From an optimization exercise on the open Yosys and OpenROAD flow, aimed at small area, a short achievable clock period and few clock cycles per item; shortcuts taken in it are not production practice.
Only simulation tests tie the RTL to the original design; equivalence was not proved.
Power and IR drop assume default switching activity.

cedar:
## strict_priority_call_queue_top
module strict_priority_call_queue_top #(
  parameter int QUEUE_DEPTH = 16
) (
  input  wire logic                         clk_i,
  input  wire logic                         rst_ni,
  input  wire logic                         in_valid_i,
  output      logic                         in_ready_o,
  input  wire logic                         operation_i,
  input  wire logic [spcq_pkg::ID_W-1:0]    caller_id_i,
  input  wire logic [spcq_pkg::CLS_W-1:0]   priority_class_i,
  input  wire logic [spcq_pkg::DUR_W-1:0]   call_duration_i,
  output      logic                         out_valid_o,
  input  wire logic                         out_ready_i,
  output      logic [1:0]                   event_kind_o,
  output      logic [spcq_pkg::ID_W-1:0]    answered_id_o,
  output      logic [spcq_pkg::CLS_W-1:0]   answered_class_o,
  output      logic [spcq_pkg::TICK_W-1:0]  tick_number_o
);
  localparam int NC    = spcq_pkg::NUM_CLASSES;
  localparam int ID_W  = spcq_pkg::ID_W;
  localparam int CLS_W = spcq_pkg::CLS_W;
  localparam int DUR_W = spcq_pkg::DUR_W;
  localparam int TW    = spcq_pkg::TICK_W;
  localparam int EW    = spcq_pkg::ENTRY_W;
  localparam int IDX_W = $clog2(QUEUE_DEPTH);
  localparam int CNT_W = IDX_W + 1;
  localparam int RING  = QUEUE_DEPTH - 1;
  logic [NC-1:0][EW-1:0]                  front_q;    
  logic [NC-1:0][RING-1:0][EW-1:0]        ring;       
  ...
Size: about 79 I/O pins, roughly 61000 sq um of cells after synthesis.
make LEC_CHECK=0 CAP_MARGIN=20 CORE_MARGIN=2 CORE_UTILIZATION=65 CTS_CLUSTER_DIAMETER=120 CTS_CLUSTER_SIZE=28 SETUP_SLACK_MARGIN=4.6 SLEW_MARGIN=20 finish   # period 7.0 ns
run.sh (not shown) runs the stock make flow with config.mk's settings and CLKGATE_MAP_FILE= SYNTH_SCRIPT=/design/flow/synth_recipe.tcl, a recipe that flattens the netlist after the stock synthesis.
Testbench counts of cedar, summed over its fixed seeds: cycles 24,060, items 24,044.
Input changes introduced in maple (baseline for comparison: cedar):
--- a/flow/design.v
+++ b/flow/design.v
@@ -55,23 +55,21 @@
   localparam int TW    = spcq_pkg::TICK_W;
   localparam int EW    = spcq_pkg::ENTRY_W;
   localparam int IDX_W = $clog2(QUEUE_DEPTH);
   localparam int CNT_W = IDX_W + 1;
   localparam int RING  = QUEUE_DEPTH - 1;
   logic [NC-1:0][EW-1:0]                  front_q;    
   logic [NC-1:0][RING-1:0][EW-1:0]        ring;       
   logic [NC-1:0][RING-1:0]                rhead_q;    
   logic [NC-1:0][IDX_W-1:0]               rtail_q;    
   logic [NC-1:0][CNT_W-1:0]               cnt_q;      
-  logic [NC-1:0]                          ne_q;       
   logic [NC-1:0]                          multi_q;    
-  logic [NC-1:0]                          short_q;    
   logic [DUR_W-1:0]                       rem_q;
   logic                                   free_q;     
   logic [TW-1:0]                          tick_q;
   logic                                   in_valid_q;
   logic                                   in_tick_q;
   logic [ID_W-1:0]                        in_id_q;
   logic [CLS_W-1:0]                       in_cls_q;
   logic [DUR_W-1:0]                       in_dur_q;
   logic [NC-1:0]                          x_front_q;  
   logic [NC-1:0]                          x_ring_q;   
@@ -146,81 +144,63 @@
       logic [EW-1:0] ent_q;
       always_ff @(posedge clk_i) begin
         if (x_ring_q[c] && (rtail_q[c] == IDX_W'(i))) begin
           ent_q <= in_ent;
         end
       end
       assign ring[c][i] = ent_q;
     end
   end
   logic [NC-1:0][CNT_W-1:0] cnt_d;
-  logic [NC-1:0]            push;
   logic [NC-1:0]            ne_d;
   logic [NC-1:0]            full_d;
-  logic [NC-1:0]            multi_d;
-  logic [NC-1:0]            short_d;
   logic [DUR_W-1:0]         rem_d;
   logic                     free_d;
   logic                     ans_d;
   logic [CLS_W-1:0]         pick_d;
-  function automatic logic is_short(input logic [DUR_W-1:0] dur);
-    is_short = (dur[DUR_W-1:1] == '0);
-  endfunction
   always_comb begin
     for (int c = 0; c < NC; c++) begin
-      push[c]  = x_front_q[c] || x_ring_q[c];
       cnt_d[c] = cnt_q[c];
-      if (push[c])    cnt_d[c] = cnt_q[c] + CNT_W'(1);
-      if (x_pop_q[c]) cnt_d[c] = cnt_q[c] - CNT_W'(1);
-      ne_d[c]    = push[c] || (ne_q[c] && !(x_pop_q[c] && !multi_q[c]));
-      full_d[c]  = (x_ring_q[c] && (cnt_q[c] == CNT_W'(QUEUE_DEPTH - 1))) ||
-                   (cnt_q[c][IDX_W] && !x_pop_q[c]);
-      multi_d[c] = push[c]    ? ne_q[c] :
-                   x_pop_q[c] ? (cnt_q[c] > CNT_W'(2)) : multi_q[c];
-      short_d[c] = x_front_q[c]                 ? is_short(in_dur_q) :
-                   (x_pop_q[c] && multi_q[c])   ? is_short(ring_out[c][DUR_W-1:0]) :
-                   short_q[c];
+      if (x_front_q[c] || x_ring_q[c]) cnt_d[c] = cnt_q[c] + CNT_W'(1);
+      if (x_pop_q[c])                  cnt_d[c] = cnt_q[c] - CNT_W'(1);
+      ne_d[c]   = (cnt_d[c] != '0);
+      full_d[c] = cnt_d[c][IDX_W];
     end
     rem_d = rem_q;
     if (ans) begin
       rem_d = pop_ent[DUR_W-1:0];
     end else if (x_dec_q) begin
       rem_d = rem_q - DUR_W'(1);
     end
-    free_d = ans     ? |(x_pop_q & short_q) :
-             x_dec_q ? (rem_q == DUR_W'(2)) : free_q;
+    free_d = (rem_d[DUR_W-1:1] == '0);
     ans_d  = free_d && (|ne_d);
     pick_d = ne_d[3] ? 2'd3 :
              ne_d[2] ? 2'd2 :
              ne_d[1] ? 2'd1 : 2'd0;
   end
   always_ff @(posedge clk_i or negedge rst_ni) begin
     if (!rst_ni) begin
       for (int c = 0; c < NC; c++) rhead_q[c] <= RING'(1);
       rtail_q <= '0;
       cnt_q   <= '0;
-      ne_q    <= '0;
       multi_q <= '0;
-      short_q <= '0;
       rem_q   <= '0;
       free_q  <= 1'b1;
     end else begin
       for (int c = 0; c < NC; c++) begin
         if (x_ring_q[c]) rtail_q[c] <= ring_next(rtail_q[c]);
         if (x_pop_q[c] && multi_q[c]) rhead_q[c] <= {rhead_q[c][RING-2:0], rhead_q[c][RING-1]};
-      end
-      cnt_q   <= cnt_d;
-      ne_q    <= ne_d;
-      multi_q <= multi_d;
-      short_q <= short_d;
-      rem_q   <= rem_d;
-      free_q  <= free_d;
+        multi_q[c] <= (cnt_d[c] > CNT_W'(1));
+      end
+      cnt_q  <= cnt_d;
+      rem_q  <= rem_d;
+      free_q <= free_d;
     end
   end
   logic              b_d;
   logic              w_valid;
   logic              w_tick;
   logic [CLS_W-1:0]  w_cls;
   logic              w_exec;
   assign b_d     = b_valid_q ? !out_ready_i : (acc && !a_free);
   assign w_valid = b_valid_q ? in_valid_q : (in_valid_i && rdy_q);
   assign w_tick  = b_valid_q ? in_tick_q  : operation_i;
Comparing cedar and maple, overall die area is higher on cedar.
Compare cedar and maple | number of distinct library cells after synthesis higher: maple
The power attributed to the clock group of cedar and that of maple are within noise of each other.
Changes observed in maple relative to cedar: share of cell area taken by flip-flops and latches decreased by 0.15 points relative to the old numbers; share of the synthesized netlist area taken by xor and xnor gates closely matched the old numbers.
Testbench counts of maple, summed over its fixed seeds: cycles 24,060, items 24,044.

==> separate check: timing with driven ports <==
The results above use ideal ports. As a check the final layouts listed here were re-extracted and re-timed, cells and wires unchanged. Step 1 (the two cells are an assumption about what drives the block):
set clk [get_ports {clk_i}]
set_driving_cell -lib_cell sky130_fd_sc_hd__clkbuf_16 $clk
set_driving_cell -lib_cell sky130_fd_sc_hd__buf_2 [delete_from_list [all_inputs] $clk]
Step 2 also shifts input and output timing later by t, the mid clock arrival at the registers, as if the neighbouring blocks saw the same clock. Three values: no drivers, after step 1, after step 2; two values: the first two.
run | t, ns | setup WS [ns] | worst slew at a driven data input, ns
cedar | 0.750 | 4.284 / 4.208 / 4.030 | 0.06
maple | 0.746 | 4.337 / 4.263 / 3.805 | 0.10
After both steps setup and hold are still met in every run listed. The setup slack of maple, which loses most, moves by -0.074 ns with the drivers and by -0.532 ns with both steps.
